What follows belongs to an exercise in optimizing a design on an open flow for small area and a short achievable clock period; a production flow would make more cautious choices. The RTL was checked by simulation tests, not by an equivalence proof against the original design. Power is estimated from default activity; no workload was simulated.

**flow/design.v**
```verilog
module cic_iq_decim #(
  parameter int DIN_W    = 16,
  parameter int DOUT_W   = 16,
  parameter int STAGES   = 4,
  parameter int MAX_RATE = 16,
  parameter int GAIN_W   = 16,
  localparam int RATE_W  = $clog2(MAX_RATE + 1),
  localparam int ACC_W   = DIN_W + STAGES * $clog2(MAX_RATE),
  localparam int SHIFT_W = $clog2(ACC_W)
) (
  input  logic                     clk,
  input  logic                     rst,
  input  logic                     s_axis_data_tvalid,
  input  logic signed [DIN_W-1:0]  s_axis_data_tdata_real,
  input  logic signed [DIN_W-1:0]  s_axis_data_tdata_imag,
  input  logic                     cfg_load,
  input  logic [RATE_W-1:0]        cfg_rate,
  input  logic [SHIFT_W-1:0]       cfg_shift,
  input  logic [GAIN_W-1:0]        cfg_gain,
  output logic                     m_axis_data_tvalid,
  output logic signed [DOUT_W-1:0] m_axis_data_tdata_real,
  output logic signed [DOUT_W-1:0] m_axis_data_tdata_imag
);
  localparam int W   = 8;            
  localparam int L   = 32 / W;       
  localparam int NVV = L + 4;        
  localparam int NFV = L + 8;        
  logic [3:0]  rm1;                  
  logic [4:0]  shift_r;
  logic [15:0] gain_r;
  always_ff @(posedge clk) begin
    if (rst) begin
      rm1     <= 4'd1;
      shift_r <= '0;
      gain_r  <= 16'd16384;
    end else if (cfg_load) begin
      if (cfg_rate < 5'd2)
        rm1 <= 4'd1;
      else if (cfg_rate > 5'd16)
        rm1 <= 4'd15;
      else
        rm1 <= 4'(cfg_rate - 5'd1);
      shift_r <= cfg_shift;
      gain_r  <= cfg_gain;
    end
  end
  logic        flush_q;
  logic        v_q;
  logic [15:0] xr_q, xi_q, xi_d;
  always_ff @(posedge clk) begin
    flush_q <= rst | cfg_load;
    v_q     <= s_axis_data_tvalid;
    xr_q    <= s_axis_data_tvalid ? s_axis_data_tdata_real : 16'd0;
    xi_q    <= s_axis_data_tvalid ? s_axis_data_tdata_imag : 16'd0;
    xi_d    <= flush_q ? 16'd0 : xi_q;
  end
  logic [NVV-1:0] vv;
  assign vv[0] = v_q;
  always_ff @(posedge clk) begin
    if (flush_q) vv[NVV-1:1] <= '0;
    else         vv[NVV-1:1] <= vv[NVV-2:0];
  end
  logic [31:0] xd [2][L];
  assign xd[0][0] = {{16{xr_q[15]}}, xr_q};
  assign xd[1][0] = {{16{xi_d[15]}}, xi_d};
  always_ff @(posedge clk) begin
    for (int c = 0; c < 2; c++)
      for (int j = 1; j < L; j++)
        xd[c][j] <= flush_q ? 32'd0 : xd[c][j-1];
  end
  logic [W-1:0] integ  [2][4][L];
  logic         icar   [2][4][L];   
  logic [W:0]   isum   [2][4][L];
  always_comb begin
    for (int c = 0; c < 2; c++)
      for (int k = 0; k < 4; k++)
        for (int j = 0; j < L; j++)
          isum[c][k][j] = {1'b0, (k == 3 && fv[3 + j + c]) ? {W{1'b0}} : integ[c][k][j]}
                        + {1'b0, (k == 0) ? xd[c][j][j*W +: W]
                                          : (vv[k + j + c] ? integ[c][k-1][j] : {W{1'b0}})}
                        + (W+1)'((j == 0) ? 1'b0 : icar[c][k][j-1]);
  end
  always_ff @(posedge clk) begin
    for (int c = 0; c < 2; c++)
      for (int k = 0; k < 4; k++)
        for (int j = 0; j < L; j++) begin
          integ[c][k][j] <= flush_q ? {W{1'b0}} : isum[c][k][j][W-1:0];
          icar[c][k][j]  <= flush_q ? 1'b0 : isum[c][k][j][W];
        end
  end
  logic [3:0]     cnt;
  logic           fe;
  logic [NFV-1:0] fv;               
  assign fe = v_q & (cnt == rm1);
  always_ff @(posedge clk) begin
    if (flush_q) begin
      cnt <= '0;
      fv  <= '0;
    end else begin
      if (v_q)
        cnt <= fe ? 4'd0 : cnt + 4'd1;
      fv <= {fv[NFV-2:0], fe};
    end
  end
  logic [W-1:0] da  [1:3][L];       
  logic [W-1:0] db  [1:3][L];       
  logic         cbr [1:3][L];       
  logic [W-1:0] cin [1:4][L];       
  logic [W:0]   csum [1:3][L];
  logic [W-1:0] cmid [L];           
  always_comb begin
    for (int j = 0; j < L; j++) begin
      cin[1][j] = fv[4 + j] ? integ[1][3][j] : integ[0][3][j];
      cin[2][j] = cmid[j];
      for (int k = 1; k < 4; k++) begin
        csum[k][j] = {1'b0, cin[k][j]} + {1'b0, ~da[k][j]}
                   + (W+1)'((j == 0) ? 1'b1 : cbr[k][j-1]);
        if (k != 1)
          cin[k+1][j] = csum[k][j][W-1:0];
      end
    end
  end
  always_ff @(posedge clk) begin
    for (int j = 0; j < L; j++) begin
      cmid[j] <= csum[1][j][W-1:0];
      for (int k = 1; k < 4; k++) begin
        cbr[k][j] <= csum[k][j][W];
        if (flush_q) begin
          da[k][j] <= '0;
          db[k][j] <= '0;
        end else if (k < 2 ? (fv[3 + j] | fv[4 + j]) : (fv[4 + j] | fv[5 + j])) begin
          da[k][j] <= db[k][j];
          db[k][j] <= cin[k][j];
        end
      end
    end
  end
  logic [W-1:0] dsk [L][L];
  logic [31:0]  z;
  always_ff @(posedge clk) begin
    for (int j = 0; j < L; j++) begin
      dsk[j][0] <= cin[4][j];
      for (int d = 1; d < L - j; d++)
        dsk[j][d] <= dsk[j][d-1];
    end
  end
  always_comb
    for (int j = 0; j < L; j++)
      z[j*W +: W] = dsk[j][L-1-j];
  logic [30:0] ur;
  always_ff @(posedge clk)
    ur <= 31'(($signed({z, 1'b0})) >>> shift_r);
  logic [17:0] g3;
  always_ff @(posedge clk)
    g3 <= {2'b0, gain_r} + {1'b0, gain_r, 1'b0};
  logic bneg0, bs1_0, bs2_0, bs3_0, bs4_0;
  logic [17:0] bm0;
  logic bneg1, bs1_1, bs2_1, bs3_1, bs4_1;
  logic [17:0] bm1;
  logic bneg2, bs1_2, bs2_2, bs3_2, bs4_2;
  logic [17:0] bm2;
  logic bneg3, bs1_3, bs2_3, bs3_3, bs4_3;
  logic [17:0] bm3;
  logic bneg4, bs1_4, bs2_4, bs3_4, bs4_4;
  logic [17:0] bm4;
  logic bneg5, bs1_5, bs2_5, bs3_5, bs4_5;
  logic [17:0] bm5;
  logic bneg6, bs1_6, bs2_6, bs3_6, bs4_6;
  logic [17:0] bm6;
  logic bneg7, bs1_7, bs2_7, bs3_7, bs4_7;
  logic [17:0] bm7;
  logic bneg8, bs1_8, bs2_8, bs3_8, bs4_8;
  logic [17:0] bm8;
  logic bneg9, bs1_9, bs2_9, bs3_9, bs4_9;
  logic [17:0] bm9;
  logic ma0_s1, ma0_c2;
  logic ma0_s3, ma0_c4;
  logic ma0_s5, ma0_c6;
  logic ma0_s7, ma0_c8;
  logic ma0_s9, ma0_c10;
  logic ma0_s11, ma0_c12;
  logic ma0_s13, ma0_c14;
  logic ma0_s15, ma0_c16;
  logic ma0_s17, ma0_c18;
  logic ma0_s19, ma0_c20;
  logic ma0_s21, ma0_c22;
  logic ma0_s23, ma0_c24;
  logic ma0_s25, ma0_c26;
  logic ma0_s27, ma0_c28;
  logic ma0_s29, ma0_c30;
  logic ma0_s31, ma0_c32;
  logic ma0_s33, ma0_c34;
  logic ma0_s35, ma0_c36;
  logic ma0_s37, ma0_c38;
  logic ma0_s39, ma0_c40;
  logic ma0_s41, ma0_c42;
  logic ma0_s43, ma0_c44;
  logic ma0_s45, ma0_c46;
  logic ma0_s47, ma0_c48;
  logic ma0_s49, ma0_c50;
  logic ma0_s51, ma0_c52;
  logic ma0_s53, ma0_c54;
  logic ma1_s55, ma1_c56;
  logic ma1_s57, ma1_c58;
  logic ma1_s59, ma1_c60;
  logic ma1_s61, ma1_c62;
  logic ma1_s63, ma1_c64;
  logic ma1_s65, ma1_c66;
  logic ma1_s67, ma1_c68;
  logic ma1_s69, ma1_c70;
  logic ma1_s71, ma1_c72;
  logic ma1_s73, ma1_c74;
  logic ma1_s75, ma1_c76;
  logic ma1_s77, ma1_c78;
  logic ma1_s79, ma1_c80;
  logic ma1_s81, ma1_c82;
  logic ma1_s83, ma1_c84;
  logic ma1_s85, ma1_c86;
  logic ma1_s87, ma1_c88;
  logic ma1_s89, ma1_c90;
  logic ma1_s91, ma1_c92;
  logic ma1_s93, ma1_c94;
  logic ma1_s95, ma1_c96;
  logic ma1_s97, ma1_c98;
  logic ma1_s99, ma1_c100;
  logic ma1_s101, ma1_c102;
  logic ma1_s103, ma1_c104;
  logic ma1_s105, ma1_c106;
  logic ma1_s107, ma1_c108;
  logic ma1_s109, ma1_c110;
  logic ma1_s111, ma1_c112;
  logic ma1_s113, ma1_c114;
  logic ma1_s115, ma1_c116;
  logic ma1_s117, ma1_c118;
  logic ma1_s119, ma1_c120;
  logic ma1_s121, ma1_c122;
  logic ma1_s123, ma1_c124;
  logic ma1_s125, ma1_c126;
  logic ma1_s127, ma1_c128;
  logic ma1_s129, ma1_c130;
  logic ma1_s131, ma1_c132;
  logic [29:0] mr0;
  logic [29:0] mr1;
  logic [29:0] mr2;
  logic [29:0] mr3;
  logic mb0_s133, mb0_c134;
  logic mb0_s135, mb0_c136;
  logic mb0_s137, mb0_c138;
  logic mb0_s139, mb0_c140;
  logic mb0_s141, mb0_c142;
  logic mb0_s143, mb0_c144;
  logic mb0_s145, mb0_c146;
  logic mb0_s147, mb0_c148;
  logic mb0_s149, mb0_c150;
  logic mb0_s151, mb0_c152;
  logic mb0_s153, mb0_c154;
  logic mb0_s155, mb0_c156;
  logic mb0_s157, mb0_c158;
  logic mb0_s159, mb0_c160;
  logic mb0_s161, mb0_c162;
  logic mb0_s163, mb0_c164;
  logic mb0_s165, mb0_c166;
  logic mb0_s167, mb0_c168;
  logic mb0_s169, mb0_c170;
  logic mb0_s171, mb0_c172;
  logic mb0_s173, mb0_c174;
  logic mb0_s175, mb0_c176;
  logic mb0_s177, mb0_c178;
  logic mb0_s179, mb0_c180;
  logic mb1_s181, mb1_c182;
  logic mb1_s183, mb1_c184;
  logic mb1_s185, mb1_c186;
  logic mb1_s187, mb1_c188;
  logic mb1_s189, mb1_c190;
  logic mb1_s191, mb1_c192;
  logic mb1_s193, mb1_c194;
  logic mb1_s195, mb1_c196;
  logic mb1_s197, mb1_c198;
  logic mb1_s199, mb1_c200;
  logic mb1_s201, mb1_c202;
  logic mb1_s203, mb1_c204;
  logic mb1_s205, mb1_c206;
  logic mb1_s207, mb1_c208;
  logic mb1_s209, mb1_c210;
  logic mb1_s211, mb1_c212;
  logic mb1_s213, mb1_c214;
  logic mb1_s215, mb1_c216;
  logic mb1_s217, mb1_c218;
  logic mb1_s219, mb1_c220;
  logic mb1_s221, mb1_c222;
  logic mb1_s223, mb1_c224;
  logic mb1_s225, mb1_c226;
  logic mb1_s227, mb1_c228;
  logic mb1_s229, mb1_c230;
  logic mb1_s231, mb1_c232;
  logic mb1_s233, mb1_c234;
  logic [29:0] mx, my;
  logic [29:0] psum;
  logic [15:0] p;
  assign bneg0 = ur[3];
  assign bs1_0 = ur[3] ? (ur[2] & (ur[1] ^ ur[0])) : (~ur[2] & (ur[1] ^ ur[0]));
  assign bs2_0 = (~ur[2] & ur[1] & ur[0]) | (ur[2] & ~ur[1] & ~ur[0]);
  assign bs3_0 = ur[3] ? (~ur[2] & (ur[1] ^ ur[0])) : (ur[2] & (ur[1] ^ ur[0]));
  assign bs4_0 = ur[3] ? (~ur[2] & ~ur[1] & ~ur[0]) : (ur[2] & ur[1] & ur[0]);
  assign bm0 = (({18{bs1_0}} & {2'b0, gain_r}) | ({18{bs2_0}} & {1'b0, gain_r, 1'b0}) | ({18{bs3_0}} & g3) | ({18{bs4_0}} & {gain_r, 2'b0})) ^ {18{bneg0}};
  assign bneg1 = ur[6];
  assign bs1_1 = ur[6] ? (ur[5] & (ur[4] ^ ur[3])) : (~ur[5] & (ur[4] ^ ur[3]));
  assign bs2_1 = (~ur[5] & ur[4] & ur[3]) | (ur[5] & ~ur[4] & ~ur[3]);
  assign bs3_1 = ur[6] ? (~ur[5] & (ur[4] ^ ur[3])) : (ur[5] & (ur[4] ^ ur[3]));
  assign bs4_1 = ur[6] ? (~ur[5] & ~ur[4] & ~ur[3]) : (ur[5] & ur[4] & ur[3]);
  assign bm1 = (({18{bs1_1}} & {2'b0, gain_r}) | ({18{bs2_1}} & {1'b0, gain_r, 1'b0}) | ({18{bs3_1}} & g3) | ({18{bs4_1}} & {gain_r, 2'b0})) ^ {18{bneg1}};
  assign bneg2 = ur[9];
  assign bs1_2 = ur[9] ? (ur[8] & (ur[7] ^ ur[6])) : (~ur[8] & (ur[7] ^ ur[6]));
  assign bs2_2 = (~ur[8] & ur[7] & ur[6]) | (ur[8] & ~ur[7] & ~ur[6]);
  assign bs3_2 = ur[9] ? (~ur[8] & (ur[7] ^ ur[6])) : (ur[8] & (ur[7] ^ ur[6]));
  assign bs4_2 = ur[9] ? (~ur[8] & ~ur[7] & ~ur[6]) : (ur[8] & ur[7] & ur[6]);
  assign bm2 = (({18{bs1_2}} & {2'b0, gain_r}) | ({18{bs2_2}} & {1'b0, gain_r, 1'b0}) | ({18{bs3_2}} & g3) | ({18{bs4_2}} & {gain_r, 2'b0})) ^ {18{bneg2}};
  assign bneg3 = ur[12];
  assign bs1_3 = ur[12] ? (ur[11] & (ur[10] ^ ur[9])) : (~ur[11] & (ur[10] ^ ur[9]));
  assign bs2_3 = (~ur[11] & ur[10] & ur[9]) | (ur[11] & ~ur[10] & ~ur[9]);
  assign bs3_3 = ur[12] ? (~ur[11] & (ur[10] ^ ur[9])) : (ur[11] & (ur[10] ^ ur[9]));
  assign bs4_3 = ur[12] ? (~ur[11] & ~ur[10] & ~ur[9]) : (ur[11] & ur[10] & ur[9]);
  assign bm3 = (({18{bs1_3}} & {2'b0, gain_r}) | ({18{bs2_3}} & {1'b0, gain_r, 1'b0}) | ({18{bs3_3}} & g3) | ({18{bs4_3}} & {gain_r, 2'b0})) ^ {18{bneg3}};
  assign bneg4 = ur[15];
  assign bs1_4 = ur[15] ? (ur[14] & (ur[13] ^ ur[12])) : (~ur[14] & (ur[13] ^ ur[12]));
  assign bs2_4 = (~ur[14] & ur[13] & ur[12]) | (ur[14] & ~ur[13] & ~ur[12]);
  assign bs3_4 = ur[15] ? (~ur[14] & (ur[13] ^ ur[12])) : (ur[14] & (ur[13] ^ ur[12]));
  assign bs4_4 = ur[15] ? (~ur[14] & ~ur[13] & ~ur[12]) : (ur[14] & ur[13] & ur[12]);
  assign bm4 = (({18{bs1_4}} & {2'b0, gain_r}) | ({18{bs2_4}} & {1'b0, gain_r, 1'b0}) | ({18{bs3_4}} & g3) | ({18{bs4_4}} & {gain_r, 2'b0})) ^ {18{bneg4}};
  assign bneg5 = ur[18];
  assign bs1_5 = ur[18] ? (ur[17] & (ur[16] ^ ur[15])) : (~ur[17] & (ur[16] ^ ur[15]));
  assign bs2_5 = (~ur[17] & ur[16] & ur[15]) | (ur[17] & ~ur[16] & ~ur[15]);
  assign bs3_5 = ur[18] ? (~ur[17] & (ur[16] ^ ur[15])) : (ur[17] & (ur[16] ^ ur[15]));
  assign bs4_5 = ur[18] ? (~ur[17] & ~ur[16] & ~ur[15]) : (ur[17] & ur[16] & ur[15]);
  assign bm5 = (({18{bs1_5}} & {2'b0, gain_r}) | ({18{bs2_5}} & {1'b0, gain_r, 1'b0}) | ({18{bs3_5}} & g3) | ({18{bs4_5}} & {gain_r, 2'b0})) ^ {18{bneg5}};
  assign bneg6 = ur[21];
  assign bs1_6 = ur[21] ? (ur[20] & (ur[19] ^ ur[18])) : (~ur[20] & (ur[19] ^ ur[18]));
  assign bs2_6 = (~ur[20] & ur[19] & ur[18]) | (ur[20] & ~ur[19] & ~ur[18]);
  assign bs3_6 = ur[21] ? (~ur[20] & (ur[19] ^ ur[18])) : (ur[20] & (ur[19] ^ ur[18]));
  assign bs4_6 = ur[21] ? (~ur[20] & ~ur[19] & ~ur[18]) : (ur[20] & ur[19] & ur[18]);
  assign bm6 = (({18{bs1_6}} & {2'b0, gain_r}) | ({18{bs2_6}} & {1'b0, gain_r, 1'b0}) | ({18{bs3_6}} & g3) | ({18{bs4_6}} & {gain_r, 2'b0})) ^ {18{bneg6}};
  assign bneg7 = ur[24];
  assign bs1_7 = ur[24] ? (ur[23] & (ur[22] ^ ur[21])) : (~ur[23] & (ur[22] ^ ur[21]));
  assign bs2_7 = (~ur[23] & ur[22] & ur[21]) | (ur[23] & ~ur[22] & ~ur[21]);
  assign bs3_7 = ur[24] ? (~ur[23] & (ur[22] ^ ur[21])) : (ur[23] & (ur[22] ^ ur[21]));
  assign bs4_7 = ur[24] ? (~ur[23] & ~ur[22] & ~ur[21]) : (ur[23] & ur[22] & ur[21]);
  assign bm7 = (({18{bs1_7}} & {2'b0, gain_r}) | ({18{bs2_7}} & {1'b0, gain_r, 1'b0}) | ({18{bs3_7}} & g3) | ({18{bs4_7}} & {gain_r, 2'b0})) ^ {18{bneg7}};
  assign bneg8 = ur[27];
  assign bs1_8 = ur[27] ? (ur[26] & (ur[25] ^ ur[24])) : (~ur[26] & (ur[25] ^ ur[24]));
  assign bs2_8 = (~ur[26] & ur[25] & ur[24]) | (ur[26] & ~ur[25] & ~ur[24]);
  assign bs3_8 = ur[27] ? (~ur[26] & (ur[25] ^ ur[24])) : (ur[26] & (ur[25] ^ ur[24]));
  assign bs4_8 = ur[27] ? (~ur[26] & ~ur[25] & ~ur[24]) : (ur[26] & ur[25] & ur[24]);
  assign bm8 = (({18{bs1_8}} & {2'b0, gain_r}) | ({18{bs2_8}} & {1'b0, gain_r, 1'b0}) | ({18{bs3_8}} & g3) | ({18{bs4_8}} & {gain_r, 2'b0})) ^ {18{bneg8}};
  assign bneg9 = ur[30];
  assign bs1_9 = ur[30] ? (ur[29] & (ur[28] ^ ur[27])) : (~ur[29] & (ur[28] ^ ur[27]));
  assign bs2_9 = (~ur[29] & ur[28] & ur[27]) | (ur[29] & ~ur[28] & ~ur[27]);
  assign bs3_9 = ur[30] ? (~ur[29] & (ur[28] ^ ur[27])) : (ur[29] & (ur[28] ^ ur[27]));
  assign bs4_9 = ur[30] ? (~ur[29] & ~ur[28] & ~ur[27]) : (ur[29] & ur[28] & ur[27]);
  assign bm9 = (({18{bs1_9}} & {2'b0, gain_r}) | ({18{bs2_9}} & {1'b0, gain_r, 1'b0}) | ({18{bs3_9}} & g3) | ({18{bs4_9}} & {gain_r, 2'b0})) ^ {18{bneg9}};
  assign ma0_s1 = bm0[15] ^ bm1[12];
  assign ma0_c2 = bm0[15] & bm1[12];
  assign ma0_s3 = bm0[16] ^ bm1[13];
  assign ma0_c4 = bm0[16] & bm1[13];
  assign ma0_s5 = bm0[17] ^ bm1[14];
  assign ma0_c6 = bm0[17] & bm1[14];
  assign ma0_s7 = ~bneg0 ^ bm1[15] ^ bm2[12];
  assign ma0_c8 = (~bneg0 & bm1[15]) | (~bneg0 & bm2[12]) | (bm1[15] & bm2[12]);
  assign ma0_s9 = bm3[9] ^ bm4[6] ^ bm5[3];
  assign ma0_c10 = (bm3[9] & bm4[6]) | (bm3[9] & bm5[3]) | (bm4[6] & bm5[3]);
  assign ma0_s11 = bm1[16] ^ bm2[13] ^ bm3[10];
  assign ma0_c12 = (bm1[16] & bm2[13]) | (bm1[16] & bm3[10]) | (bm2[13] & bm3[10]);
  assign ma0_s13 = bm4[7] ^ bm5[4];
  assign ma0_c14 = bm4[7] & bm5[4];
  assign ma0_s15 = bm1[17] ^ bm2[14] ^ bm3[11];
  assign ma0_c16 = (bm1[17] & bm2[14]) | (bm1[17] & bm3[11]) | (bm2[14] & bm3[11]);
  assign ma0_s17 = bm4[8] ^ bm5[5];
  assign ma0_c18 = bm4[8] & bm5[5];
  assign ma0_s19 = ~bneg1 ^ bm2[15] ^ bm3[12];
  assign ma0_c20 = (~bneg1 & bm2[15]) | (~bneg1 & bm3[12]) | (bm2[15] & bm3[12]);
  assign ma0_s21 = bm4[9] ^ bm5[6] ^ bm6[3];
  assign ma0_c22 = (bm4[9] & bm5[6]) | (bm4[9] & bm6[3]) | (bm5[6] & bm6[3]);
  assign ma0_s23 = bm2[16] ^ bm3[13] ^ bm4[10];
  assign ma0_c24 = (bm2[16] & bm3[13]) | (bm2[16] & bm4[10]) | (bm3[13] & bm4[10]);
  assign ma0_s25 = bm5[7] ^ bm6[4];
  assign ma0_c26 = bm5[7] & bm6[4];
  assign ma0_s27 = bm2[17] ^ bm3[14] ^ bm4[11];
  assign ma0_c28 = (bm2[17] & bm3[14]) | (bm2[17] & bm4[11]) | (bm3[14] & bm4[11]);
  assign ma0_s29 = bm5[8] ^ bm6[5];
  assign ma0_c30 = bm5[8] & bm6[5];
  assign ma0_s31 = ~bneg2 ^ bm3[15] ^ bm4[12];
  assign ma0_c32 = (~bneg2 & bm3[15]) | (~bneg2 & bm4[12]) | (bm3[15] & bm4[12]);
  assign ma0_s33 = bm5[9] ^ bm6[6] ^ bm7[3];
  assign ma0_c34 = (bm5[9] & bm6[6]) | (bm5[9] & bm7[3]) | (bm6[6] & bm7[3]);
  assign ma0_s35 = bm3[16] ^ bm4[13] ^ bm5[10];
  assign ma0_c36 = (bm3[16] & bm4[13]) | (bm3[16] & bm5[10]) | (bm4[13] & bm5[10]);
  assign ma0_s37 = bm6[7] ^ bm7[4];
  assign ma0_c38 = bm6[7] & bm7[4];
  assign ma0_s39 = bm3[17] ^ bm4[14] ^ bm5[11];
  assign ma0_c40 = (bm3[17] & bm4[14]) | (bm3[17] & bm5[11]) | (bm4[14] & bm5[11]);
  assign ma0_s41 = bm6[8] ^ bm7[5];
  assign ma0_c42 = bm6[8] & bm7[5];
  assign ma0_s43 = ~bneg3 ^ bm4[15] ^ bm5[12];
  assign ma0_c44 = (~bneg3 & bm4[15]) | (~bneg3 & bm5[12]) | (bm4[15] & bm5[12]);
  assign ma0_s45 = bm6[9] ^ bm7[6] ^ bm8[3];
  assign ma0_c46 = (bm6[9] & bm7[6]) | (bm6[9] & bm8[3]) | (bm7[6] & bm8[3]);
  assign ma0_s47 = bm4[16] ^ bm5[13] ^ bm6[10];
  assign ma0_c48 = (bm4[16] & bm5[13]) | (bm4[16] & bm6[10]) | (bm5[13] & bm6[10]);
  assign ma0_s49 = bm7[7] ^ bm8[4];
  assign ma0_c50 = bm7[7] & bm8[4];
  assign ma0_s51 = bm4[17] ^ bm5[14] ^ bm6[11];
  assign ma0_c52 = (bm4[17] & bm5[14]) | (bm4[17] & bm6[11]) | (bm5[14] & bm6[11]);
  assign ma0_s53 = bm7[8] ^ bm8[5];
  assign ma0_c54 = bm7[8] & bm8[5];
  assign ma1_s55 = bm0[9] ^ bm1[6];
  assign ma1_c56 = bm0[9] & bm1[6];
  assign ma1_s57 = bm0[10] ^ bm1[7];
  assign ma1_c58 = bm0[10] & bm1[7];
  assign ma1_s59 = bm0[11] ^ bm1[8];
  assign ma1_c60 = bm0[11] & bm1[8];
  assign ma1_s61 = bm0[12] ^ bm1[9] ^ bm2[6];
  assign ma1_c62 = (bm0[12] & bm1[9]) | (bm0[12] & bm2[6]) | (bm1[9] & bm2[6]);
  assign ma1_s63 = bm3[3] ^ bm4[0];
  assign ma1_c64 = bm3[3] & bm4[0];
  assign ma1_s65 = bm0[13] ^ bm1[10] ^ bm2[7];
  assign ma1_c66 = (bm0[13] & bm1[10]) | (bm0[13] & bm2[7]) | (bm1[10] & bm2[7]);
  assign ma1_s67 = bm3[4] ^ bm4[1] ^ 1'b1;
  assign ma1_c68 = (bm3[4] & bm4[1]) | (bm3[4] & 1'b1) | (bm4[1] & 1'b1);
  assign ma1_s69 = bm0[14] ^ bm1[11] ^ bm2[8];
  assign ma1_c70 = (bm0[14] & bm1[11]) | (bm0[14] & bm2[8]) | (bm1[11] & bm2[8]);
  assign ma1_s71 = bm3[5] ^ bm4[2];
  assign ma1_c72 = bm3[5] & bm4[2];
  assign ma1_s73 = ma0_s1 ^ bm2[9] ^ bm3[6];
  assign ma1_c74 = (ma0_s1 & bm2[9]) | (ma0_s1 & bm3[6]) | (bm2[9] & bm3[6]);
  assign ma1_s75 = bm4[3] ^ bm5[0] ^ bneg5;
  assign ma1_c76 = (bm4[3] & bm5[0]) | (bm4[3] & bneg5) | (bm5[0] & bneg5);
  assign ma1_s77 = ma0_s3 ^ bm2[10] ^ bm3[7];
  assign ma1_c78 = (ma0_s3 & bm2[10]) | (ma0_s3 & bm3[7]) | (bm2[10] & bm3[7]);
  assign ma1_s79 = bm4[4] ^ bm5[1] ^ ma0_c2;
  assign ma1_c80 = (bm4[4] & bm5[1]) | (bm4[4] & ma0_c2) | (bm5[1] & ma0_c2);
  assign ma1_s81 = ma0_s5 ^ bm2[11] ^ bm3[8];
  assign ma1_c82 = (ma0_s5 & bm2[11]) | (ma0_s5 & bm3[8]) | (bm2[11] & bm3[8]);
  assign ma1_s83 = bm4[5] ^ bm5[2] ^ ma0_c4;
  assign ma1_c84 = (bm4[5] & bm5[2]) | (bm4[5] & ma0_c4) | (bm5[2] & ma0_c4);
  assign ma1_s85 = ma0_s7 ^ ma0_s9 ^ bm6[0];
  assign ma1_c86 = (ma0_s7 & ma0_s9) | (ma0_s7 & bm6[0]) | (ma0_s9 & bm6[0]);
  assign ma1_s87 = bneg6 ^ 1'b1 ^ ma0_c6;
  assign ma1_c88 = (bneg6 & 1'b1) | (bneg6 & ma0_c6) | (1'b1 & ma0_c6);
  assign ma1_s89 = ma0_s11 ^ ma0_s13 ^ bm6[1];
  assign ma1_c90 = (ma0_s11 & ma0_s13) | (ma0_s11 & bm6[1]) | (ma0_s13 & bm6[1]);
  assign ma1_s91 = 1'b1 ^ ma0_c8 ^ ma0_c10;
  assign ma1_c92 = (1'b1 & ma0_c8) | (1'b1 & ma0_c10) | (ma0_c8 & ma0_c10);
  assign ma1_s93 = ma0_s15 ^ ma0_s17 ^ bm6[2];
  assign ma1_c94 = (ma0_s15 & ma0_s17) | (ma0_s15 & bm6[2]) | (ma0_s17 & bm6[2]);
  assign ma1_s95 = 1'b1 ^ ma0_c12 ^ ma0_c14;
  assign ma1_c96 = (1'b1 & ma0_c12) | (1'b1 & ma0_c14) | (ma0_c12 & ma0_c14);
  assign ma1_s97 = ma0_s19 ^ ma0_s21 ^ bm7[0];
  assign ma1_c98 = (ma0_s19 & ma0_s21) | (ma0_s19 & bm7[0]) | (ma0_s21 & bm7[0]);
  assign ma1_s99 = bneg7 ^ ma0_c16 ^ ma0_c18;
  assign ma1_c100 = (bneg7 & ma0_c16) | (bneg7 & ma0_c18) | (ma0_c16 & ma0_c18);
  assign ma1_s101 = ma0_s23 ^ ma0_s25 ^ bm7[1];
  assign ma1_c102 = (ma0_s23 & ma0_s25) | (ma0_s23 & bm7[1]) | (ma0_s25 & bm7[1]);
  assign ma1_s103 = 1'b1 ^ ma0_c20 ^ ma0_c22;
  assign ma1_c104 = (1'b1 & ma0_c20) | (1'b1 & ma0_c22) | (ma0_c20 & ma0_c22);
  assign ma1_s105 = ma0_s27 ^ ma0_s29 ^ bm7[2];
  assign ma1_c106 = (ma0_s27 & ma0_s29) | (ma0_s27 & bm7[2]) | (ma0_s29 & bm7[2]);
  assign ma1_s107 = 1'b1 ^ ma0_c24 ^ ma0_c26;
  assign ma1_c108 = (1'b1 & ma0_c24) | (1'b1 & ma0_c26) | (ma0_c24 & ma0_c26);
  assign ma1_s109 = ma0_s31 ^ ma0_s33 ^ bm8[0];
  assign ma1_c110 = (ma0_s31 & ma0_s33) | (ma0_s31 & bm8[0]) | (ma0_s33 & bm8[0]);
  assign ma1_s111 = bneg8 ^ ma0_c28 ^ ma0_c30;
  assign ma1_c112 = (bneg8 & ma0_c28) | (bneg8 & ma0_c30) | (ma0_c28 & ma0_c30);
  assign ma1_s113 = ma0_s35 ^ ma0_s37 ^ bm8[1];
  assign ma1_c114 = (ma0_s35 & ma0_s37) | (ma0_s35 & bm8[1]) | (ma0_s37 & bm8[1]);
  assign ma1_s115 = 1'b1 ^ ma0_c32 ^ ma0_c34;
  assign ma1_c116 = (1'b1 & ma0_c32) | (1'b1 & ma0_c34) | (ma0_c32 & ma0_c34);
  assign ma1_s117 = ma0_s39 ^ ma0_s41 ^ bm8[2];
  assign ma1_c118 = (ma0_s39 & ma0_s41) | (ma0_s39 & bm8[2]) | (ma0_s41 & bm8[2]);
  assign ma1_s119 = 1'b1 ^ ma0_c36 ^ ma0_c38;
  assign ma1_c120 = (1'b1 & ma0_c36) | (1'b1 & ma0_c38) | (ma0_c36 & ma0_c38);
  assign ma1_s121 = ma0_s43 ^ ma0_s45 ^ bm9[0];
  assign ma1_c122 = (ma0_s43 & ma0_s45) | (ma0_s43 & bm9[0]) | (ma0_s45 & bm9[0]);
  assign ma1_s123 = bneg9 ^ ma0_c40 ^ ma0_c42;
  assign ma1_c124 = (bneg9 & ma0_c40) | (bneg9 & ma0_c42) | (ma0_c40 & ma0_c42);
  assign ma1_s125 = ma0_s47 ^ ma0_s49 ^ bm9[1];
  assign ma1_c126 = (ma0_s47 & ma0_s49) | (ma0_s47 & bm9[1]) | (ma0_s49 & bm9[1]);
  assign ma1_s127 = 1'b1 ^ ma0_c44 ^ ma0_c46;
  assign ma1_c128 = (1'b1 & ma0_c44) | (1'b1 & ma0_c46) | (ma0_c44 & ma0_c46);
  assign ma1_s129 = ma0_s51 ^ ma0_s53 ^ bm9[2];
  assign ma1_c130 = (ma0_s51 & ma0_s53) | (ma0_s51 & bm9[2]) | (ma0_s53 & bm9[2]);
  assign ma1_s131 = 1'b1 ^ ma0_c48 ^ ma0_c50;
  assign ma1_c132 = (1'b1 & ma0_c48) | (1'b1 & ma0_c50) | (ma0_c48 & ma0_c50);
  assign mb0_s133 = mr0[6] ^ mr1[6];
  assign mb0_c134 = mr0[6] & mr1[6];
  assign mb0_s135 = mr0[7] ^ mr1[7];
  assign mb0_c136 = mr0[7] & mr1[7];
  assign mb0_s137 = mr0[8] ^ mr1[8];
  assign mb0_c138 = mr0[8] & mr1[8];
  assign mb0_s139 = mr0[9] ^ mr1[9] ^ mr2[9];
  assign mb0_c140 = (mr0[9] & mr1[9]) | (mr0[9] & mr2[9]) | (mr1[9] & mr2[9]);
  assign mb0_s141 = mr0[10] ^ mr1[10] ^ mr2[10];
  assign mb0_c142 = (mr0[10] & mr1[10]) | (mr0[10] & mr2[10]) | (mr1[10] & mr2[10]);
  assign mb0_s143 = mr0[11] ^ mr1[11] ^ mr2[11];
  assign mb0_c144 = (mr0[11] & mr1[11]) | (mr0[11] & mr2[11]) | (mr1[11] & mr2[11]);
  assign mb0_s145 = mr0[12] ^ mr1[12] ^ mr2[12];
  assign mb0_c146 = (mr0[12] & mr1[12]) | (mr0[12] & mr2[12]) | (mr1[12] & mr2[12]);
  assign mb0_s147 = mr0[13] ^ mr1[13] ^ mr2[13];
  assign mb0_c148 = (mr0[13] & mr1[13]) | (mr0[13] & mr2[13]) | (mr1[13] & mr2[13]);
  assign mb0_s149 = mr0[14] ^ mr1[14] ^ mr2[14];
  assign mb0_c150 = (mr0[14] & mr1[14]) | (mr0[14] & mr2[14]) | (mr1[14] & mr2[14]);
  assign mb0_s151 = mr0[15] ^ mr1[15] ^ mr2[15];
  assign mb0_c152 = (mr0[15] & mr1[15]) | (mr0[15] & mr2[15]) | (mr1[15] & mr2[15]);
  assign mb0_s153 = mr0[16] ^ mr1[16] ^ mr2[16];
  assign mb0_c154 = (mr0[16] & mr1[16]) | (mr0[16] & mr2[16]) | (mr1[16] & mr2[16]);
  assign mb0_s155 = mr0[17] ^ mr1[17] ^ mr2[17];
  assign mb0_c156 = (mr0[17] & mr1[17]) | (mr0[17] & mr2[17]) | (mr1[17] & mr2[17]);
  assign mb0_s157 = mr0[18] ^ mr1[18] ^ mr2[18];
  assign mb0_c158 = (mr0[18] & mr1[18]) | (mr0[18] & mr2[18]) | (mr1[18] & mr2[18]);
  assign mb0_s159 = mr0[19] ^ mr1[19] ^ mr2[19];
  assign mb0_c160 = (mr0[19] & mr1[19]) | (mr0[19] & mr2[19]) | (mr1[19] & mr2[19]);
  assign mb0_s161 = mr0[20] ^ mr1[20] ^ mr2[20];
  assign mb0_c162 = (mr0[20] & mr1[20]) | (mr0[20] & mr2[20]) | (mr1[20] & mr2[20]);
  assign mb0_s163 = mr0[21] ^ mr1[21] ^ mr2[21];
  assign mb0_c164 = (mr0[21] & mr1[21]) | (mr0[21] & mr2[21]) | (mr1[21] & mr2[21]);
  assign mb0_s165 = mr0[22] ^ mr1[22] ^ mr2[22];
  assign mb0_c166 = (mr0[22] & mr1[22]) | (mr0[22] & mr2[22]) | (mr1[22] & mr2[22]);
  assign mb0_s167 = mr0[23] ^ mr1[23] ^ mr2[23];
  assign mb0_c168 = (mr0[23] & mr1[23]) | (mr0[23] & mr2[23]) | (mr1[23] & mr2[23]);
  assign mb0_s169 = mr0[24] ^ mr1[24] ^ mr2[24];
  assign mb0_c170 = (mr0[24] & mr1[24]) | (mr0[24] & mr2[24]) | (mr1[24] & mr2[24]);
  assign mb0_s171 = mr0[25] ^ mr1[25] ^ mr2[25];
  assign mb0_c172 = (mr0[25] & mr1[25]) | (mr0[25] & mr2[25]) | (mr1[25] & mr2[25]);
  assign mb0_s173 = mr0[26] ^ mr1[26] ^ mr2[26];
  assign mb0_c174 = (mr0[26] & mr1[26]) | (mr0[26] & mr2[26]) | (mr1[26] & mr2[26]);
  assign mb0_s175 = mr0[27] ^ mr1[27] ^ mr2[27];
  assign mb0_c176 = (mr0[27] & mr1[27]) | (mr0[27] & mr2[27]) | (mr1[27] & mr2[27]);
  assign mb0_s177 = mr0[28] ^ mr1[28] ^ mr2[28];
  assign mb0_c178 = (mr0[28] & mr1[28]) | (mr0[28] & mr2[28]) | (mr1[28] & mr2[28]);
  assign mb0_s179 = mr0[29] ^ mr1[29] ^ mr2[29];
  assign mb0_c180 = (mr0[29] & mr1[29]) | (mr0[29] & mr2[29]) | (mr1[29] & mr2[29]);
  assign mb1_s181 = mr0[3] ^ mr1[3];
  assign mb1_c182 = mr0[3] & mr1[3];
  assign mb1_s183 = mr0[4] ^ mr1[4];
  assign mb1_c184 = mr0[4] & mr1[4];
  assign mb1_s185 = mr0[5] ^ mr1[5];
  assign mb1_c186 = mr0[5] & mr1[5];
  assign mb1_s187 = mb0_s133 ^ mr2[6] ^ mr3[6];
  assign mb1_c188 = (mb0_s133 & mr2[6]) | (mb0_s133 & mr3[6]) | (mr2[6] & mr3[6]);
  assign mb1_s189 = mb0_s135 ^ mr2[7] ^ mb0_c134;
  assign mb1_c190 = (mb0_s135 & mr2[7]) | (mb0_s135 & mb0_c134) | (mr2[7] & mb0_c134);
  assign mb1_s191 = mb0_s137 ^ mr2[8] ^ mb0_c136;
  assign mb1_c192 = (mb0_s137 & mr2[8]) | (mb0_s137 & mb0_c136) | (mr2[8] & mb0_c136);
  assign mb1_s193 = mb0_s139 ^ mr3[9] ^ mb0_c138;
  assign mb1_c194 = (mb0_s139 & mr3[9]) | (mb0_s139 & mb0_c138) | (mr3[9] & mb0_c138);
  assign mb1_s195 = mb0_s141 ^ mr3[10] ^ mb0_c140;
  assign mb1_c196 = (mb0_s141 & mr3[10]) | (mb0_s141 & mb0_c140) | (mr3[10] & mb0_c140);
  assign mb1_s197 = mb0_s143 ^ mr3[11] ^ mb0_c142;
  assign mb1_c198 = (mb0_s143 & mr3[11]) | (mb0_s143 & mb0_c142) | (mr3[11] & mb0_c142);
  assign mb1_s199 = mb0_s145 ^ mr3[12] ^ mb0_c144;
  assign mb1_c200 = (mb0_s145 & mr3[12]) | (mb0_s145 & mb0_c144) | (mr3[12] & mb0_c144);
  assign mb1_s201 = mb0_s147 ^ mr3[13] ^ mb0_c146;
  assign mb1_c202 = (mb0_s147 & mr3[13]) | (mb0_s147 & mb0_c146) | (mr3[13] & mb0_c146);
  assign mb1_s203 = mb0_s149 ^ mr3[14] ^ mb0_c148;
  assign mb1_c204 = (mb0_s149 & mr3[14]) | (mb0_s149 & mb0_c148) | (mr3[14] & mb0_c148);
  assign mb1_s205 = mb0_s151 ^ mr3[15] ^ mb0_c150;
  assign mb1_c206 = (mb0_s151 & mr3[15]) | (mb0_s151 & mb0_c150) | (mr3[15] & mb0_c150);
  assign mb1_s207 = mb0_s153 ^ mr3[16] ^ mb0_c152;
  assign mb1_c208 = (mb0_s153 & mr3[16]) | (mb0_s153 & mb0_c152) | (mr3[16] & mb0_c152);
  assign mb1_s209 = mb0_s155 ^ mr3[17] ^ mb0_c154;
  assign mb1_c210 = (mb0_s155 & mr3[17]) | (mb0_s155 & mb0_c154) | (mr3[17] & mb0_c154);
  assign mb1_s211 = mb0_s157 ^ mr3[18] ^ mb0_c156;
  assign mb1_c212 = (mb0_s157 & mr3[18]) | (mb0_s157 & mb0_c156) | (mr3[18] & mb0_c156);
  assign mb1_s213 = mb0_s159 ^ mr3[19] ^ mb0_c158;
  assign mb1_c214 = (mb0_s159 & mr3[19]) | (mb0_s159 & mb0_c158) | (mr3[19] & mb0_c158);
  assign mb1_s215 = mb0_s161 ^ mr3[20] ^ mb0_c160;
  assign mb1_c216 = (mb0_s161 & mr3[20]) | (mb0_s161 & mb0_c160) | (mr3[20] & mb0_c160);
  assign mb1_s217 = mb0_s163 ^ mr3[21] ^ mb0_c162;
  assign mb1_c218 = (mb0_s163 & mr3[21]) | (mb0_s163 & mb0_c162) | (mr3[21] & mb0_c162);
  assign mb1_s219 = mb0_s165 ^ mr3[22] ^ mb0_c164;
  assign mb1_c220 = (mb0_s165 & mr3[22]) | (mb0_s165 & mb0_c164) | (mr3[22] & mb0_c164);
  assign mb1_s221 = mb0_s167 ^ mr3[23] ^ mb0_c166;
  assign mb1_c222 = (mb0_s167 & mr3[23]) | (mb0_s167 & mb0_c166) | (mr3[23] & mb0_c166);
  assign mb1_s223 = mb0_s169 ^ mr3[24] ^ mb0_c168;
  assign mb1_c224 = (mb0_s169 & mr3[24]) | (mb0_s169 & mb0_c168) | (mr3[24] & mb0_c168);
  assign mb1_s225 = mb0_s171 ^ mr3[25] ^ mb0_c170;
  assign mb1_c226 = (mb0_s171 & mr3[25]) | (mb0_s171 & mb0_c170) | (mr3[25] & mb0_c170);
  assign mb1_s227 = mb0_s173 ^ mr3[26] ^ mb0_c172;
  assign mb1_c228 = (mb0_s173 & mr3[26]) | (mb0_s173 & mb0_c172) | (mr3[26] & mb0_c172);
  assign mb1_s229 = mb0_s175 ^ mr3[27] ^ mb0_c174;
  assign mb1_c230 = (mb0_s175 & mr3[27]) | (mb0_s175 & mb0_c174) | (mr3[27] & mb0_c174);
  assign mb1_s231 = mb0_s177 ^ mr3[28] ^ mb0_c176;
  assign mb1_c232 = (mb0_s177 & mr3[28]) | (mb0_s177 & mb0_c176) | (mr3[28] & mb0_c176);
  assign mb1_s233 = mb0_s179 ^ mr3[29] ^ mb0_c178;
  assign mb1_c234 = (mb0_s179 & mr3[29]) | (mb0_s179 & mb0_c178) | (mr3[29] & mb0_c178);
  assign mx[0] = mr0[0];
  assign my[0] = mr1[0];
  assign mx[1] = mr0[1];
  assign my[1] = 1'b0;
  assign mx[2] = mr0[2];
  assign my[2] = 1'b0;
  assign mx[3] = mb1_s181;
  assign my[3] = mr2[3];
  assign mx[4] = mb1_s183;
  assign my[4] = mb1_c182;
  assign mx[5] = mb1_s185;
  assign my[5] = mb1_c184;
  assign mx[6] = mb1_s187;
  assign my[6] = mb1_c186;
  assign mx[7] = mb1_s189;
  assign my[7] = mb1_c188;
  assign mx[8] = mb1_s191;
  assign my[8] = mb1_c190;
  assign mx[9] = mb1_s193;
  assign my[9] = mb1_c192;
  assign mx[10] = mb1_s195;
  assign my[10] = mb1_c194;
  assign mx[11] = mb1_s197;
  assign my[11] = mb1_c196;
  assign mx[12] = mb1_s199;
  assign my[12] = mb1_c198;
  assign mx[13] = mb1_s201;
  assign my[13] = mb1_c200;
  assign mx[14] = mb1_s203;
  assign my[14] = mb1_c202;
  assign mx[15] = mb1_s205;
  assign my[15] = mb1_c204;
  assign mx[16] = mb1_s207;
  assign my[16] = mb1_c206;
  assign mx[17] = mb1_s209;
  assign my[17] = mb1_c208;
  assign mx[18] = mb1_s211;
  assign my[18] = mb1_c210;
  assign mx[19] = mb1_s213;
  assign my[19] = mb1_c212;
  assign mx[20] = mb1_s215;
  assign my[20] = mb1_c214;
  assign mx[21] = mb1_s217;
  assign my[21] = mb1_c216;
  assign mx[22] = mb1_s219;
  assign my[22] = mb1_c218;
  assign mx[23] = mb1_s221;
  assign my[23] = mb1_c220;
  assign mx[24] = mb1_s223;
  assign my[24] = mb1_c222;
  assign mx[25] = mb1_s225;
  assign my[25] = mb1_c224;
  assign mx[26] = mb1_s227;
  assign my[26] = mb1_c226;
  assign mx[27] = mb1_s229;
  assign my[27] = mb1_c228;
  assign mx[28] = mb1_s231;
  assign my[28] = mb1_c230;
  assign mx[29] = mb1_s233;
  assign my[29] = mb1_c232;
  assign psum = mx + my;
  assign p = psum[29:14];
  always_ff @(posedge clk) begin
    mr0[0] <= bm0[0];
    mr1[0] <= bneg0;
    mr2[0] <= 1'b0;
    mr3[0] <= 1'b0;
    mr0[1] <= bm0[1];
    mr1[1] <= 1'b0;
    mr2[1] <= 1'b0;
    mr3[1] <= 1'b0;
    mr0[2] <= bm0[2];
    mr1[2] <= 1'b0;
    mr2[2] <= 1'b0;
    mr3[2] <= 1'b0;
    mr0[3] <= bm0[3];
    mr1[3] <= bm1[0];
    mr2[3] <= bneg1;
    mr3[3] <= 1'b0;
    mr0[4] <= bm0[4];
    mr1[4] <= bm1[1];
    mr2[4] <= 1'b0;
    mr3[4] <= 1'b0;
    mr0[5] <= bm0[5];
    mr1[5] <= bm1[2];
    mr2[5] <= 1'b0;
    mr3[5] <= 1'b0;
    mr0[6] <= bm0[6];
    mr1[6] <= bm1[3];
    mr2[6] <= bm2[0];
    mr3[6] <= bneg2;
    mr0[7] <= bm0[7];
    mr1[7] <= bm1[4];
    mr2[7] <= bm2[1];
    mr3[7] <= 1'b0;
    mr0[8] <= bm0[8];
    mr1[8] <= bm1[5];
    mr2[8] <= bm2[2];
    mr3[8] <= 1'b0;
    mr0[9] <= ma1_s55;
    mr1[9] <= bm2[3];
    mr2[9] <= bm3[0];
    mr3[9] <= bneg3;
    mr0[10] <= ma1_s57;
    mr1[10] <= bm2[4];
    mr2[10] <= bm3[1];
    mr3[10] <= ma1_c56;
    mr0[11] <= ma1_s59;
    mr1[11] <= bm2[5];
    mr2[11] <= bm3[2];
    mr3[11] <= ma1_c58;
    mr0[12] <= ma1_s61;
    mr1[12] <= ma1_s63;
    mr2[12] <= bneg4;
    mr3[12] <= ma1_c60;
    mr0[13] <= ma1_s65;
    mr1[13] <= ma1_s67;
    mr2[13] <= ma1_c62;
    mr3[13] <= ma1_c64;
    mr0[14] <= ma1_s69;
    mr1[14] <= ma1_s71;
    mr2[14] <= ma1_c66;
    mr3[14] <= ma1_c68;
    mr0[15] <= ma1_s73;
    mr1[15] <= ma1_s75;
    mr2[15] <= ma1_c70;
    mr3[15] <= ma1_c72;
    mr0[16] <= ma1_s77;
    mr1[16] <= ma1_s79;
    mr2[16] <= ma1_c74;
    mr3[16] <= ma1_c76;
    mr0[17] <= ma1_s81;
    mr1[17] <= ma1_s83;
    mr2[17] <= ma1_c78;
    mr3[17] <= ma1_c80;
    mr0[18] <= ma1_s85;
    mr1[18] <= ma1_s87;
    mr2[18] <= ma1_c82;
    mr3[18] <= ma1_c84;
    mr0[19] <= ma1_s89;
    mr1[19] <= ma1_s91;
    mr2[19] <= ma1_c86;
    mr3[19] <= ma1_c88;
    mr0[20] <= ma1_s93;
    mr1[20] <= ma1_s95;
    mr2[20] <= ma1_c90;
    mr3[20] <= ma1_c92;
    mr0[21] <= ma1_s97;
    mr1[21] <= ma1_s99;
    mr2[21] <= ma1_c94;
    mr3[21] <= ma1_c96;
    mr0[22] <= ma1_s101;
    mr1[22] <= ma1_s103;
    mr2[22] <= ma1_c98;
    mr3[22] <= ma1_c100;
    mr0[23] <= ma1_s105;
    mr1[23] <= ma1_s107;
    mr2[23] <= ma1_c102;
    mr3[23] <= ma1_c104;
    mr0[24] <= ma1_s109;
    mr1[24] <= ma1_s111;
    mr2[24] <= ma1_c106;
    mr3[24] <= ma1_c108;
    mr0[25] <= ma1_s113;
    mr1[25] <= ma1_s115;
    mr2[25] <= ma1_c110;
    mr3[25] <= ma1_c112;
    mr0[26] <= ma1_s117;
    mr1[26] <= ma1_s119;
    mr2[26] <= ma1_c114;
    mr3[26] <= ma1_c116;
    mr0[27] <= ma1_s121;
    mr1[27] <= ma1_s123;
    mr2[27] <= ma1_c118;
    mr3[27] <= ma1_c120;
    mr0[28] <= ma1_s125;
    mr1[28] <= ma1_s127;
    mr2[28] <= ma1_c122;
    mr3[28] <= ma1_c124;
    mr0[29] <= ma1_s129;
    mr1[29] <= ma1_s131;
    mr2[29] <= ma1_c126;
    mr3[29] <= ma1_c128;
  end
  logic [15:0] p_hold;
  always_ff @(posedge clk) begin
    p_hold <= p;
    m_axis_data_tdata_real <= p_hold;
    m_axis_data_tdata_imag <= p;
    m_axis_data_tvalid <= fv[L + 7] & ~flush_q & ~rst & ~cfg_load;
  end
endmodule
```
**flow/flow/run.sh**
```bash
#!/bin/bash
# Standard ORFS layout, with repair_timing asked to reach a larger setup slack than the
# constraint needs (the SDC is unchanged), and plain buffers on the ports.
# Each tool's output stays in orfs/logs/; make's output goes to standard.log.
set -euo pipefail
cd "$(dirname "$0")/.."
export SETUP_SLACK_MARGIN=${MARGIN:-6.62}
export BUFFER_PORTS_ARGS="-buffer_cell sky130_fd_sc_hd__buf_1"
bash standard.sh > standard.log 2>&1
```
**flow/standard.sh**
```bash
#!/bin/bash
# synth_recipe.tcl (not shown) runs the flow's synth.tcl, then flattens the netlist and writes it again
# the make line also repeats each setting of config.mk as NAME=value (left out here)
make -C /OpenROAD-flow-scripts/flow DESIGN_CONFIG=/design/flow/config.mk WORK_HOME=/design/flow/orfs CLKGATE_MAP_FILE= SYNTH_SCRIPT=/design/flow/synth_recipe.tcl "${@:-finish}"
```
**flow/config.mk**
```make
export PLATFORM = sky130hd
export DESIGN_NAME = cic_iq_decim
export DESIGN_NICKNAME = cic_iq_decim
export VERILOG_FILES = /design/flow/design.v
export SDC_FILE = /design/flow/constraint.sdc
export NUM_CORES = 4
export LEC_CHECK = 0
export ABC_AREA = 1
export CAP_MARGIN = 20
export CORE_MARGIN = 2
export CORE_UTILIZATION = 40
export CTS_CLUSTER_DIAMETER = 200
export CTS_CLUSTER_SIZE = 25
export SLEW_MARGIN = 20
```
**flow/constraint.sdc**
```tcl
create_clock -name core_clock -period 9.5 [get_ports {clk}]
set_input_delay 1.9000 -clock core_clock [delete_from_list [all_inputs] [get_ports {clk}]]
set_output_delay 1.9000 -clock core_clock [all_outputs]
set_load 0.01 [all_outputs]
```
==> results.yml, run 1 <==
floorplan:
  core_region_area_mm2: 0.121
  fp.dieW_um: 353
  die_area_mm2: 0.125
  initial_utilization_pct: 40.2
  fp-row-count: 128
  fp.dieH_um: 353
  ios: 95
final_layout:
  area_delta_synth_final_pct: 8.33
  fin_cells: 7952
  fin_nets: 6926
  final_util_pct: 43.6
  final.fill_count: 12500
  final_layout_size_suffix_gt1_share_pct: 5.61
power_and_ir_drop:
  pwr-share-comb_pct: 48.4
  p_clk_share_pct: 16.3
  power_density_mw_per_mm2: 239
  power_switching_uw: 5180
  p_sw_share_pct: 41.0
  leakagePower_uw: 0.0247
  peakVddDrop_uv: 511
  power_frac_seq_pct: 35.4
  internal-power_uw: 7450
sta:
  final.period_utilization_pct: 31.7
  worstMarginPinSlew_ns: 1.05
  grt_setup_unrepaired: "true"
  clock_skew_ns: 0.0312
  max_freq_mhz: 332
  setup_violations: 0
  holdWs_ns: 0.307
  tns_ns: 0
  maxSlewHeadroom_pct: 29.9
  hold_viol: 0
  finalMaxSlewViolations: 0
  fin_crit_ns: 3.01
outcome:
  status: "finished clean"
worst_hold_path:
  hold-path-cell-count: 0
  hold_class: "reg2reg"
drt:
  routed_wl_um: 117000
  dr_total_vias: 39600
  wl_per_cell_um: 14.7
  final_antenna_net_count: 0
  drc_errors: 0
  first_pass_iters: 6
  drtIter0Drc: 2454
  vias_per_cell: 4.98
yosys:
  synth_flop_cell: "dfxtp_1"
  yosysTopAreaCell: "dfxtp_1"
  async_reset_ff_share_pct: 0
  synth_edf_count: 0
  synth_nets: 6936
  synth_top_area_share_pct: 36.8
  synth.top_cells.by_area: "dfxtp_1, ha_1, inv_1, nand2_1, fa_1"
  yosys_warnings: 12
  postSynthCellCount: 6333
  synth.yosys.seq_area_share_pct: 36.8
  synth.distinct_cells: 53
  syn-cell-area_mm2: 0.0488
  avgSynthCellArea_um2: 7.71
  ys_top_cells_by_count: "inv_1, nand2_1, dfxtp_1"
  yosysMostFrequentCell: "inv_1"
  ys_ff_latch: 898
clocking:
  cts.sinks: 898
  clk_path_buf_depth: 3
  htreeDepth: 2
  cts.clk_slew.worst_paths_ns: 0.10
  worstSkewPairLatency_ns: 0.66
  clockRootBuffer: "clkbuf_16"
  numCtsBuffers: 41
  cts_tree: "done"
place:
  io_buffers: 94
  place_congestion: 0.919
  dp_cells: 7845
  hpwl_um: 84200
setup_path:
  critPathKind: "reg2out"
  critPathMaxStageDelay_ns: 0.36
  crit_chain: "buf_6"
  crit_cells: 1
  crit_path_start_kind: "flop"
  critPathTopFamily: "flip-flops"
  required_ns: 7.60
  crit_arrival_ns: 1.11
  path_buf_inv: 1
  crit_path_end_kind: "primary output"
  reg2reg_depth: 7
  path_max_fanout: 2
  slowest_stage: "dfxtp_4"
global_route:
  grt_pass1_wl_um: 190000
  grtUsageTotal_pct: 18.3
  antenna_found_initial: 1
  grt_pass1_vias: 37600
  grt_max_degree: 175
  grt_overflow: 0
job:
  cap_violations: 0
-- registers in the layout, summed over array words and instances (netlist names), 18 cells and up --
register	count
integ	256
da	96
db	96
dsk	80
cmid	32
ur	31
mr0	30
mr1	28
mr2	25
icar	24
mr3	22
xd	20
g3	18
-- per-stage QoR --
| step | area (um^2) | worst slack [ns] | power [uW] |
|---|---|---|---|
| after global routing | 52900 | 6.41 | 13500 |
| after detailed placement | 50400 | 5.78 | 9690 |
| after floorplan | 48800 | 6.79 | 8020 |
| final | 52900 | 6.49 | 12600 |
| after global placement | 50400 | 5.89 | 9650 |
| after CTS | 52000 | 6.41 | 12000 |
-- layer usage --
metal | global-route usage, % | routed length, um
met3 | 2.45 | 5280
met1 | 22.7 | 51300
met2 | 32.6 | 56100
met5 | 0 | 0
met4 | 5.98 | 4410
-- logic make-up (layout without fill, tap and decap cells) --
group,Yosys count,in the layout,share of synthesized area [%]
AOI/OAI and AO/OA,1565,1565,17.5
xor gates and xnor gates,241,241,4.32
adders and majority gates,541,541,16.3
buffers and inverters,1268,1261,10.0
DFF,898,898,36.8
muxes,4,4,0.0820
other,0,1,0
and+or+nand+nor,1816,1816,14.9
-- power by group through the flow --
stage,clock network (uW),logic [uW],registers (uW)
after floorplan,0,3550,4470
after global placement,0,5110,4540
after detailed placement,0,5150,4540
after CTS,2160,5410,4470
after global routing,2280,6740,4510
final,2050,6110,4460
-- final timing paths --
kind | start | to | slack (ns)
max | p_hold[3] | m_axis_data_tdata_imag[3] | 6.49
min | dsk[8][4] | dsk[9][4] | 0.31
max reg2reg | gain_r[10] | mr0[20] | 6.65
min reg2reg | dsk[8][4] | dsk[9][4] | 0.31
-- final cells by class --
| class | instances | area (um^2) | area share [%] |
|---|---|---|---|
| clock inverter | 2 | 36.3 | 0.0686 |
| sequential | 898 | 18000 | 34.1 |
| clock buffer | 44 | 1070 | 2.02 |
| antenna | 1 | 2.50 | 0.00473 |
| tap | 1625 | 2030 | 3.84 |
| multi-input combinational | 4167 | 26500 | 50.1 |
| timing repair inverter | 4 | 25.0 | 0.0473 |
| timing repair buffer | 176 | 1220 | 2.31 |
| inverter | 1035 | 3960 | 7.48 |
-- layout by cell type (no fill, tap or decap), types with 20 or more instances in the layout --
master,synthesis,layout
inv_1,1011,996
nand2_1,950,939
dfxtp_1,898,864
o21ai_0,606,595
a21oi_1,589,578
nor2_1,575,560
ha_1,383,366
o22ai_1,215,214
xor2_1,215,211
nand3_1,195,190
fa_1,158,152
buf_4,20,72
buf_1,9,60
clkbuf_16,0,42
nand4_1,32,32
xnor2_1,26,26
nor3_1,27,25
nor2_2,14,24
o211ai_1,24,24
dfxtp_2,0,22
o21bai_1,21,21
a21o_1,20,20
a31oi_1,20,20
buf_6,4,20
-- repair_timing --
item / 4_1_cts / 5_1_grt
resized for setup: 123 / 119
pin swaps: 4 / 32
setup buffers: 16 / 38
setup endpoints to repair: 214 / 182
hold buffers: 0 / 0
gates cloned: 0 / 4
==> inputs of run 2 (changes only) <==
--- a/flow/flow/run.sh
+++ b/flow/flow/run.sh
@@ -5,5 +5,5 @@
 set -euo pipefail
 cd "$(dirname "$0")/.."
-export SETUP_SLACK_MARGIN=${MARGIN:-6.62}
+export SETUP_SLACK_MARGIN=${MARGIN:-6.38}
 export BUFFER_PORTS_ARGS="-buffer_cell sky130_fd_sc_hd__buf_1"
 bash standard.sh > standard.log 2>&1
==> run 2 against run 1 <==
Compared with the run above:
- still clean
- setup slack got worse by 0.039 ns
- cell area fell by 2.0%
- sequential power barely moved
- global-route usage fell by 0.051 points
- synthesized area did not move
- synthesized cell count did not move
- via count fell by 0.76%
- critical endpoint is now m_axis_data_tdata_imag[15]
==> results.yml, run 2 <==
yosys:
  yosysTopAreaCell: "dfxtp_1"
  synth_nets: 6936
  synth_top_area_share_pct: 36.8
  syn-cell-area_mm2: 0.0488
  muxShareOfSynthArea_pct: 0.0820
  ys_top_cells_by_count: "inv_1, nand2_1, dfxtp_1"
  synth_flop_cell: "dfxtp_1"
  postSynthCellCount: 6333
  avgSynthCellArea_um2: 7.71
  synth_edf_count: 0
  async_reset_ff_share_pct: 0
  yosys_warnings: 12
  synth_compound_area_share_pct: 17.5
  yosysMostFrequentCell: "inv_1"
  yosys.area_share.simple_pct: 14.9
  synth.top_cells.by_area: "dfxtp_1, ha_1, inv_1, nand2_1, fa_1"
  synth.yosys.seq_area_share_pct: 36.8
  synth_top_family_by_area: "compound AO/OA/AOI/OAI gates"
  synth.distinct_cells: 53
  post_synth_fa_ha_maj_area_fraction_pct: 16.3
  synth_xor_area_share_pct: 4.32
  ys_ff_latch: 898
worst_hold_path:
  hold_class: "reg2reg"
  worstHoldStart: "dsk[8][4]"
drt:
  drc_errors: 0
  drtIter0Drc: 2490
  final_antenna_net_count: 0
  wl_per_cell_um: 14.6
  dr_total_vias: 39300
  first_pass_iters: 8
  routed_wl_um: 115000
  vias_per_cell: 4.98
floorplan:
  ios: 95
  die_area_mm2: 0.125
  initial_utilization_pct: 40.2
  fp.dieH_um: 353
  core_region_area_mm2: 0.121
  fp-row-count: 128
  fp.dieW_um: 353
final_layout:
  largest_register_ffs: 256
  final_util_pct: 42.7
  final_common_cell: "inv_1"
  finalInstanceArea_mm2: 0.0519
  area_delta_synth_final_pct: 6.20
  top_regs: "integ: 256 flops, da: 96 flops, db: 96 flops"
  mostFrequentLayoutCells: "inv_1, nand2_1, dfxtp_1, o21ai_0, a21oi_1"
  final_layout_size_suffix_gt1_share_pct: 2.98
  top_register: "integ"
  n_antenna_cell: 0
  final.fill_count: 12500
  fin_nets: 6879
clocking:
  worstSkewPairLatency_ns: 0.66
  cts.clk_slew.worst_paths_ns: 0.10
  hold_buffers: 0
  htreeDepth: 2
  clockRootBuffer: "clkbuf_16"
  cts.sinks: 898
  clk_path_buf_depth: 3
  cts_tree: "done"
  numCtsBuffers: 41
setup_path:
  crit_path_start_kind: "flop"
  path_buf_inv: 1
  critPathMaxStageDelay_ns: 0.35
  cp-startpoint: "p_hold[15]"
  crit_arrival_ns: 1.15
  critPathTopFamily: "flip-flops"
  required_ns: 7.60
  critPathKind: "reg2out"
  crit_path_end_kind: "primary output"
  r2r-start: "mr2[12]"
  path_max_fanout: 2
  slowest_stage: "dfxtp_1"
  crit_chain: "buf_1"
  reg2reg_slack_ns: 6.47
sta:
  max_freq_mhz: 328
  fin_crit_ns: 3.05
  clock_skew_ns: 0.0271
  finalMaxSlewViolations: 0
  setup_violations: 0
  worstMarginPinSlew_ns: 1.06
  final.period_utilization_pct: 32.1
  tns_ns: 0
  maxSlewHeadroom_pct: 29.2
  grt_setup_unrepaired: "true"
  hold_viol: 0
outcome:
  status: "finished clean"
place:
  place_congestion: 0.919
  hpwl_um: 84200
  postPlaceCellArea_mm2: 0.0504
  io_buffers: 94
power_and_ir_drop:
  p_clk_share_pct: 17.5
  power_switching_uw: 4850
  pwr-share-comb_pct: 44.7
  power_uw: 11700
  power_density_mw_per_mm2: 226
  peakVddDrop_uv: 399
  leakagePower_uw: 0.0243
  p_sw_share_pct: 41.3
  power_frac_seq_pct: 37.9
  internal-power_uw: 6890
job:
  cap_violations: 0
global_route:
  grt_pass1_wl_um: 190000
  antenna_found_initial: 1
  grt_pass1_vias: 37400
  grt_overflow: 0
  grtUsageTotal_pct: 18.3
  grt_max_degree: 175
==> run 2: cell type report <==
class / count / area (um^2) / area share (%)
Clock inverter: 2 / 36.3 / 0.0700
Sequential cell: 898 / 18000 / 34.7
Clock buffer: 44 / 1070 / 2.06
Multi-Input combinational cell: 4167 / 26100 / 50.3
Tap cell: 1625 / 2030 / 3.92
Timing Repair Buffer: 133 / 707 / 1.36
Inverter: 1035 / 3920 / 7.55
==> run 2: logic make-up (layout without fill, tap and decap cells) <==
group | count (synthesis) | count (layout)
AOI/OAI and AO/OA | 1565 | 1565
xor gates and xnor gates | 241 | 241
buffers and inverters | 1268 | 1214
DFF | 898 | 898
muxes | 4 | 4
and+or+nand+nor | 1816 | 1816
adders and majority gates | 541 | 541
==> run 2: through the flow <==
step / hold WS (ns) / std cells / setup slack [ns]
6_report: 0.309 / 7904 / 6.45
5_1_grt: 0.334 / 7904 / 6.38
4_1_cts: 0.328 / 7898 / 6.37
3_5_place_dp: 0.312 / 7845 / 5.78
3_3_place_gp: 0.311 / 7845 / 5.89
2_1_floorplan: 0.310 / 6333 / 6.79
==> run 2: per-layer routing <==
metal  up-vias  global-route usage [%]  share of wire (%)
li1      20400                       -                  -
met1     18000                    22.8                 44
met2       763                    32.4                 48
met4         0                    5.92                3.5
met5         -                       0                  0
met3       199                    2.47                4.6
==> run 2: what timing repair did <==
item	in CTS	in global routing
resized for setup	26	27
endpoints found under the setup margin	147	116
setup buffers	7	4
pin swaps	2	1
==> run 2: power groups by stage <==
stage / registers (uW) / logic, uW / clock network, uW
2_1_floorplan: 4470 / 3550 / 0
3_3_place_gp: 4540 / 5110 / 0
3_5_place_dp: 4540 / 5150 / 0
4_1_cts: 4460 / 5190 / 2160
5_1_grt: 4490 / 5860 / 2280
6_report: 4450 / 5240 / 2050
==> run 2: worst paths after layout <==
path                                end  cells after the start
min reg2reg                   dsk[9][4]                      0
max          m_axis_data_tdata_imag[15]                      1
max reg2reg                  p_hold[15]                     11
min                           dsk[9][4]                      0
==> run 2: worst register-to-register path, delay by kind of cell, from the launching register on <==
kind / cells / cell delay (ns)
fa+ha+maj: 3 / 1.23
buf+inv: 2 / 0.22
flops: 1 / 0.44
compound gates: 2 / 0.40
simple gates: 3 / 0.40
xor+xnor: 1 / 0.21

==> re-timing with driven ports <==
No port has a modelled driver above. Below, the same layouts with a new extraction and two added sets of constraints.
Step 1 (the two cells are an assumption about what drives the block):
set clk [get_ports {clk}]
set_driving_cell -lib_cell sky130_fd_sc_hd__clkbuf_16 $clk
set_driving_cell -lib_cell sky130_fd_sc_hd__buf_2 [delete_from_list [all_inputs] $clk]
Step 2 also shifts input and output timing later by t, the mid clock arrival at the registers, as if the neighbouring blocks saw the same clock.
Slacks: no drivers / after step 1 / after step 2; pairs: no drivers / after step 1.
run	t (ns)	setup slack, ns	latest minus earliest clock arrival (ns)	worst slew at a driven data input, ns
run 1	0.714	6.489 / 6.420 / 6.282	0.032 / 0.031	0.06
run 2	0.714	6.450 / 6.381 / 6.294	0.029 / 0.029	0.06
After both steps every run listed still meets setup and hold. The setup slack of run 1, which loses most, moves by -0.069 ns with the drivers and by -0.207 ns with both steps.
